This design comes from an exercise in tuning for small area, a short achievable clock period and few clock cycles per item on the open sky130 flow, not from production work.
At most, simulation tests tie the RTL to the original design; equivalence was not proved.

## complex_div
module complex_div #(
  parameter int data_in_w  = 8,
  parameter int data_out_w = 16,
  parameter int frac_w     = 8
) (
  input  logic                         clk,
  input  logic                         reset_n,
  input  logic signed [data_in_w-1:0]  a_real,
  input  logic signed [data_in_w-1:0]  a_imag,
  input  logic signed [data_in_w-1:0]  b_real,
  input  logic signed [data_in_w-1:0]  b_imag,
  input  logic                         in_valid,
  output logic                         in_ready,
  output logic signed [data_out_w-1:0] out_real,
  output logic signed [data_out_w-1:0] out_imag,
  output logic                         out_valid,
  input  logic                         out_ready,
  output logic                         div_zero,
  output logic                         sat
);
Size: about 5200 cells after synthesis, ~820 flip-flops, about 72 I/O pins.
clock: 7.0 ns
lec_check: 0
cap_margin: 20
core_margin: 2
core_utilization: 40
setup_slack_margin: 2.8
slew_margin: 20
run.sh (not shown) runs the stock make flow with config.mk's settings and CLKGATE_MAP_FILE= SYNTH_SCRIPT=/design/flow/synth_recipe.tcl, a recipe that flattens the netlist after the stock synthesis.
The starting point finished with timing, DRC and antenna clean.
Rerun with:
SETUP_SLACK_MARGIN = unset   (was 2.8)
After rerunning: Flip-flop and latch count stays the same; final area falls by 10%; fmax came out lower by about 16%; count of clock-buffer cells in the layout falls by 7; first-iteration DRC count shrinks by about 6%; register-to-register slack got worse by 0.98 ns; hold slack loses 0.0061 ns; worst setup slack loses 0.98 ns.
No run of this note included a check of the RTL's function; only the layout flow was run.

* * *

Setup of run A:
Another version of the RTL of complex_div (not shown whole).
Size in the first run: about 5500 cells after synthesis, about 1400 flip-flops, roughly 72 I/O pins.
// complex_div
module complex_div #(
  parameter int data_in_w  = 8,
  parameter int data_out_w = 16,
  parameter int frac_w     = 8
) (
  input  logic                         clk,
  input  logic                         reset_n,
  input  logic signed [data_in_w-1:0]  a_real,
  input  logic signed [data_in_w-1:0]  a_imag,
  input  logic signed [data_in_w-1:0]  b_real,
  input  logic signed [data_in_w-1:0]  b_imag,
  input  logic                         in_valid,
  output logic                         in_ready,
  output logic signed [data_out_w-1:0] out_real,
  output logic signed [data_out_w-1:0] out_imag,
  output logic                         out_valid,
  input  logic                         out_ready,
  output logic                         div_zero,
  output logic                         sat
);
Settings: LEC_CHECK=0, CAP_MARGIN=20, CORE_MARGIN=2, CORE_UTILIZATION=60, CTS_BUF_LIST=sky130_fd_sc_hd__clkbuf_8, CTS_CLUSTER_SIZE=24, SETUP_SLACK_MARGIN=4.0, SLEW_MARGIN=20; clock period 7.0 ns.
Testbench counts of run A, summed over its fixed seeds: cycles 3,376, items 3,200.
> inputs changed (run A -> run B)
# run A
export LEC_CHECK = 0
export CAP_MARGIN = 20
export CORE_MARGIN = 2
export CORE_UTILIZATION = 60
export CTS_BUF_LIST = sky130_fd_sc_hd__clkbuf_8
export CTS_CLUSTER_SIZE = 24
export SETUP_SLACK_MARGIN = 4.0
export SLEW_MARGIN = 20
create_clock -name core_clock -period 7.0 [get_ports {clk}]
# run B
export LEC_CHECK = 0
export ABC_AREA = 1
export CAP_MARGIN = 20
export CORE_MARGIN = 2
export CORE_UTILIZATION = 60
export CTS_BUF_LIST = sky130_fd_sc_hd__clkbuf_8
export CTS_CLUSTER_SIZE = 24
export SETUP_SLACK_MARGIN = 3.9
export SLEW_MARGIN = 20
create_clock -name core_clock -period 7.0 [get_ports {clk}]
## What came out
Share of the core filled with cells in the final layout for run B: 2.5 points down relative to run A. | total setup buffers inserted after CTS | lower: run B |. Summary: with run A as the reference, count of clock-buffer cells in the layout in run B moved down by a few percent.
The inputs of run C differ from those of run B as listed below.
# run B
export LEC_CHECK = 0
export ABC_AREA = 1
export CAP_MARGIN = 20
export CORE_MARGIN = 2
export CORE_UTILIZATION = 60
export CTS_BUF_LIST = sky130_fd_sc_hd__clkbuf_8
export CTS_CLUSTER_SIZE = 24
export SETUP_SLACK_MARGIN = 3.9
export SLEW_MARGIN = 20
create_clock -name core_clock -period 7.0 [get_ports {clk}]
# run C
export LEC_CHECK = 0
export CAP_MARGIN = 20
export CORE_MARGIN = 2
export CORE_UTILIZATION = 70
export CTS_BUF_LIST = sky130_fd_sc_hd__clkbuf_8
export CTS_CLUSTER_SIZE = 24
export SETUP_SLACK_MARGIN = 3.8
export SLEW_MARGIN = 20
create_clock -name core_clock -period 7.0 [get_ports {clk}]
### Flow results
- In summary, run C completed successfully, with a layout that passed the timing, DRC and antenna checks.
- Looking at weighted congestion at the end of routability-driven global placement, run C sits above run B.
- Summary of run C over run B: layout buffer count excluding clock buffers now sits higher; mapped cell area went down by about 0.9%.
- Delta (run C minus run B): worst setup slack now smaller; via count of the routed design now smaller.
- Run B was smaller in final cell area than run C.
- Global-route met2 utilization: run B and run C compared, lower one is run B
- In the metrics for run B and run C, the one carrying the lower final cell count is run C.
For run D, these inputs were changed with respect to run C:
# run C
export LEC_CHECK = 0
export CAP_MARGIN = 20
export CORE_MARGIN = 2
export CORE_UTILIZATION = 70
export CTS_BUF_LIST = sky130_fd_sc_hd__clkbuf_8
export CTS_CLUSTER_SIZE = 24
export SETUP_SLACK_MARGIN = 3.8
export SLEW_MARGIN = 20
create_clock -name core_clock -period 7.0 [get_ports {clk}]
# run D
export LEC_CHECK = 0
export ABC_AREA = 1
export CAP_MARGIN = 20
export CORE_MARGIN = 2
export CORE_UTILIZATION = 60
export CTS_BUF_LIST = sky130_fd_sc_hd__clkbuf_8
export CTS_CLUSTER_SIZE = 24
export SETUP_SLACK_MARGIN = 3.8
export SLEW_MARGIN = 20
create_clock -name core_clock -period 7.0 [get_ports {clk}]
Findings:
Area: run D vs run C -> run D smaller. Run D vs. run C: met2 track demand over resource in global routing saw a decrease; number of antenna violations at the first check in global routing dropped 1; setup slack after layout went up by 0.066 ns. Run C reports its timing startpoint of the critical path as g_step[5].g_reg.g_rem.dd[0] while run D reports ai0[7].

* * *

Setup of amber:
Another version of the RTL of complex_div (not shown whole).
Size: about 1400 flip-flops, about 72 I/O pins.
make LEC_CHECK=0 CAP_MARGIN=20 CORE_MARGIN=2 CORE_UTILIZATION=60 CTS_BUF_LIST=sky130_fd_sc_hd__clkbuf_16 CTS_CLUSTER_DIAMETER=60 CTS_CLUSTER_SIZE=22 SETUP_SLACK_MARGIN=3.8 SLEW_MARGIN=20 finish   # period 7.0 ns
Here is what was changed in the inputs of onyx compared with amber.
- CTS_CLUSTER_DIAMETER: 60 -> 70
- CTS_CLUSTER_SIZE: 22 -> 26
Notes after the runs:
onyx against amber: count of inserted antenna diode cells +1, total via count in the routed design saw little to no change, final critical-path required period fell 0.0054 ns, critical path depth roughly the same.
Summary: with amber as the reference, final design instance area without fill in onyx moved down slightly.
onyx: required time of the worst setup path is 0.03 ns lower than what amber reported.
diff inputs: onyx => xenon
- CTS_CLUSTER_DIAMETER: 70 -> unset
- CTS_CLUSTER_SIZE: 26 -> 24
- CTS_BUF_LIST: sky130_fd_sc_hd__clkbuf_16 -> sky130_fd_sc_hd__clkbuf_8
==> run notes <==
- xenon: clock skew 0.012 ns above onyx
- The higher non-clock buffer count of onyx and xenon is in onyx.
- In the flow results for onyx and xenon, the number of nets in the final layout is smaller on onyx.
- Length in cells of the worst reg-to-reg path came out exactly the same in onyx and xenon.
- Relative to onyx, average wire per cell in the routed design has decreased by about 1.7% in xenon.
No run of this note included a check of the RTL's function; only the layout flow was run.

* * *

complex_div with an RTL version that a note above also has.
For scale: roughly 1,400 flip-flops, ~75,000 sq um of cells after synthesis.
Settings: LEC_CHECK=0, CAP_MARGIN=20, CORE_MARGIN=2, CORE_UTILIZATION=60, CTS_BUF_LIST=sky130_fd_sc_hd__clkbuf_8, CTS_CLUSTER_SIZE=24, SETUP_SLACK_MARGIN=3.9, SLEW_MARGIN=20; clock period 7.0 ns.
Testbench counts at the start, summed over its fixed seeds: cycles 3,376, items 3,200.
Edit:
Settings changed: CTS_BUF_LIST sky130_fd_sc_hd__clkbuf_8 to sky130_fd_sc_hd__clkbuf_4, SETUP_SLACK_MARGIN 3.9 to 3.8.
Outcome: Cell area fell by 1.1%; die area is unchanged; synthesized area stays the same; core utilization fell by 0.74 points; non-clock buffer count fell by 50; clock skew rose by 0.050 ns; sequential share of layout area rose by 0.55 points; worst setup slack is worse by 0.24 ns.
Edit:
Settings changed: CTS_BUF_LIST sky130_fd_sc_hd__clkbuf_4 to unset, CTS_CLUSTER_SIZE 24 to unset.
Cell area went up by 0.90%.
Worst setup slack is better by 0.21 ns.
Register-to-register slack loses 0.04 ns.
Global-route usage decreases by 0.36 points.
Core utilization increases by 0.60 points.

* * *

Starting RTL as in the previous note.
export LEC_CHECK = 0
export ABC_AREA = 1
export CAP_MARGIN = 20
export CORE_MARGIN = 2
export CORE_UTILIZATION = 65
export CTS_BUF_LIST = sky130_fd_sc_hd__clkbuf_8
export CTS_CLUSTER_SIZE = 24
export SETUP_SLACK_MARGIN = 3.8
export SLEW_MARGIN = 20
create_clock -name core_clock -period 7.0 [get_ports {clk}]
Testbench counts at the start, summed over its fixed seeds: cycles 3,376, items 3,200.
Edit:
- ABC_AREA: 1 -> not set
- CORE_UTILIZATION: 65 -> 60
The changed run went through all stages and came out clean.
Worst setup slack gains 33 ps.
Die area climbs by 7.3%.
Flip-flop and latch count does not change.
Via count drops by 6.3%.
Critical path depth climbs by 12.
Core utilization drops by 4.1 points.
Routed wire length drops by 6.2%.
Global-route usage drops by 3.7 points.
Synthesized cell count drops by 14%.
Cell count drops by 7.7%.
Edit:
- ABC_AREA: not set -> 1
- CTS_BUF_LIST: sky130_fd_sc_hd__clkbuf_8 -> sky130_fd_sc_hd__clkbuf_8 sky130_fd_sc_hd__clkbuf_16
What happened: Maximum frequency shrinks by 0.75%; via count grows by 4.5%; setup slack loses 23 ps; clock skew grows by 6.5 ps; utilization shrinks by 0.53 points; design area is about the same; final cell count grows by 8.3%; die area grows by 0.90%; routed wire length grows by 6.2%.
Edit:
- ABC_AREA: 1 -> not set
- ABC_CLOCK_PERIOD_IN_PS: not set -> 3100
- CTS_BUF_LIST: sky130_fd_sc_hd__clkbuf_8 sky130_fd_sc_hd__clkbuf_16 -> sky130_fd_sc_hd__clkbuf_8
Die area fell by 0.89%.
Global-route usage fell by 1.7 points.

* * *

== build 74 ==
Another version of the RTL of complex_div (not shown whole).
For scale: ~6000 cells after synthesis, about 750 flip-flops, ~63000 µm² of cells after synthesis.
make LEC_CHECK=0 CAP_MARGIN=20 CORE_MARGIN=2 CORE_UTILIZATION=40 SLEW_MARGIN=20 finish   # period 7.0 ns
Build 74 finished all stages; the layout is clean.
Setup changes, build 74 to trial 85
- ABC_CLOCK_PERIOD_IN_PS: unset -> 2800
- SETUP_SLACK_MARGIN: unset -> 4.2
## What came out
- Between build 74 and trial 85, the flow reports wire length increasing by more than 10%.
- In trial 85 relative to build 74, post-route standard cell area excluding fillers had gone up by more than 10%.
- Trial 85 vs. build 74: via count climbed 5225, placed instance area climbed about 0.5%, clock distribution area overhead in the final layout dropped 0.38 points, met1 routed wirelength after detailed routing climbed 10 mm, final critical-path required period dropped 1.01 ns.
- Trial 85 against build 74; logic depth of the worst setup path including buffers is up by more than 10%.
Function was not checked in any run of this note: the RTL went through the layout flow alone.

* * *

the previous run:
Another version of the RTL of complex_div (not shown whole).
Size: ~5600 cells after synthesis, ~1400 flip-flops, roughly 72 I/O pins.
==> flow/config.mk <==
export PLATFORM = sky130hd
export DESIGN_NAME = complex_div
export DESIGN_NICKNAME = complex_div
export VERILOG_FILES = /design/flow/design.v
export SDC_FILE = /design/flow/constraint.sdc
export NUM_CORES = 4
export LEC_CHECK = 0
export CAP_MARGIN = 20
export CORE_MARGIN = 2
export CORE_UTILIZATION = 40
export SLEW_MARGIN = 20
==> flow/constraint.sdc <==
create_clock -name core_clock -period 7.0 [get_ports {clk}]
set_input_delay 1.4000 -clock core_clock [delete_from_list [all_inputs] [get_ports {clk}]]
set_output_delay 1.4000 -clock core_clock [all_outputs]
set_load 0.01 [all_outputs]
Testbench counts of the previous run, summed over its fixed seeds: cycles 3,368, items 3,200.
Input-level comparison between the current run and the previous run:
- setting SETUP_SLACK_MARGIN to 3.8 for the first time
## What came out
Relative to the previous run, global-route wire length before repair has increased by about 3.6% in the current run. Wire length deteriorates in the current run relative to the previous run. The current run vs the previous run: per-cell routed wire length up in the current run. Between the previous run and the current run, the count of cells along the worst register-to-register path is lower for the previous run.

* * *

complex_div, a different RTL version from the one above (not shown whole).
Size: ~76,000 µm² of cells after synthesis.
==> flow/design.v (excerpt) <==
module complex_div #(
  parameter int data_in_w  = 8,
  parameter int data_out_w = 16,
  parameter int frac_w     = 8
) (
  input  logic                         clk,
  input  logic                         reset_n,
  input  logic signed [data_in_w-1:0]  a_real,
  input  logic signed [data_in_w-1:0]  a_imag,
  input  logic signed [data_in_w-1:0]  b_real,
  input  logic signed [data_in_w-1:0]  b_imag,
  input  logic                         in_valid,
  output logic                         in_ready,
  output logic signed [data_out_w-1:0] out_real,
  output logic signed [data_out_w-1:0] out_imag,
  output logic                         out_valid,
  input  logic                         out_ready,
  output logic                         div_zero,
  output logic                         sat
);
clock: 7.0 ns
lec_check: 0
cap_margin: 20
core_margin: 2
core_utilization: 60
setup_slack_margin: 3.8
slew_margin: 20
Then changed:
CORE_UTILIZATION = 40   (was 60)
Result: The new run went through all stages and came out clean; clock skew rises by 7.6 ps; critical path depth rises by 1; fmax falls slightly; final cell count rises by roughly a tenth; register-to-register slack degrades by 30 ps; cell area rises slightly.
Function was not checked in any run of this note: the RTL went through the layout flow alone.

[re-timing with driven ports]
The results above use ideal ports. As a check the final layouts listed here were re-extracted and re-timed, cells and wires unchanged. Step 1, drivers: a clkbuf_16 drives clk and a buf_2 each remaining input, both assumed. Step 2, shift: input delay + t, output delay - t, t = (earliest + latest rising clock arrival at the registers) / 2. This alone moves slack from input paths to output paths. a / b / c = no drivers / after step 1 / after step 2; a / b = the first two.
| run | t, ns | setup WS [ns] | worst setup path after step 2 | worst slew at a driven data input, ns | cell pins on the clock port's net |
|---|---|---|---|---|---|
| the first run of note 1 | 0.778 | 1.994 / 1.994 / 1.994 | register to register | 0.07 | 1 |
| the second run of note 1 | 0.779 | 1.017 / 1.017 / 1.017 | register to register | 0.09 | 1 |
| run A | 0.991 | 3.910 / 3.887 / 3.742 | input to register | 0.05 | 1 |
| run B | 1.000 | 3.919 / 3.919 / 3.919 | register to register | 0.07 | 1 |
| run C | 0.952 | 3.835 / 3.793 / 3.835 | register to register | 0.05 | 1 |
| run D | 1.002 | 3.901 / 3.837 / 3.901 | register to register | 0.07 | 1 |
| amber | 0.801 | 3.643 / 3.643 / 3.643 | register to register | 0.04 | 1 |
| onyx | 0.783 | 3.649 / 3.649 / 3.649 | register to register | 0.05 | 1 |
| xenon | 0.979 | 3.656 / 3.656 / 3.656 | register to register | 0.04 | 1 |
| the first run of note 4 | 0.997 | 3.879 / 3.806 / 3.730 | input to register | 0.05 | 1 |
| the second run of note 4 | 1.319 | 3.636 / 3.564 / 3.751 | input to register | 0.05 | 1 |
| the third run of note 4 | 0.833 | 3.843 / 3.843 / 3.725 | input to register | 0.05 | 1 |
| the first run of note 5 | 1.014 | 3.861 / 3.785 / 3.930 | register to register | 0.05 | 1 |
| the second run of note 5 | 0.990 | 3.895 / 3.862 / 3.744 | input to register | 0.05 | 1 |
| the third run of note 5 | 0.837 | 3.871 / 3.798 / 3.899 | register to register | 0.07 | 1 |
| the fourth run of note 5 | 0.990 | 3.895 / 3.862 / 3.744 | input to register | 0.05 | 1 |
| build 74 | 0.763 | 0.598 / 0.598 / 0.598 | register to register | 0.04 | 1 |
| trial 85 | 0.771 | 1.607 / 1.607 / 1.607 | register to register | 0.04 | 1 |
| the previous run | 0.851 | 2.976 / 2.976 / 2.976 | register to register | 0.04 | 1 |
| the current run | 0.859 | 3.542 / 3.542 / 3.542 | register to register | 0.04 | 1 |
| the first run of note 8 | 0.850 | 3.619 / 3.619 / 3.619 | register to register | 0.04 | 1 |
| the second run of note 8 | 0.843 | 3.590 / 3.590 / 3.590 | register to register | 0.09 | 1 |
After both steps every run listed still meets setup and hold. For run A, which loses most, drivers alone change the setup slack by -0.023 ns; drivers and shift together by -0.168 ns.
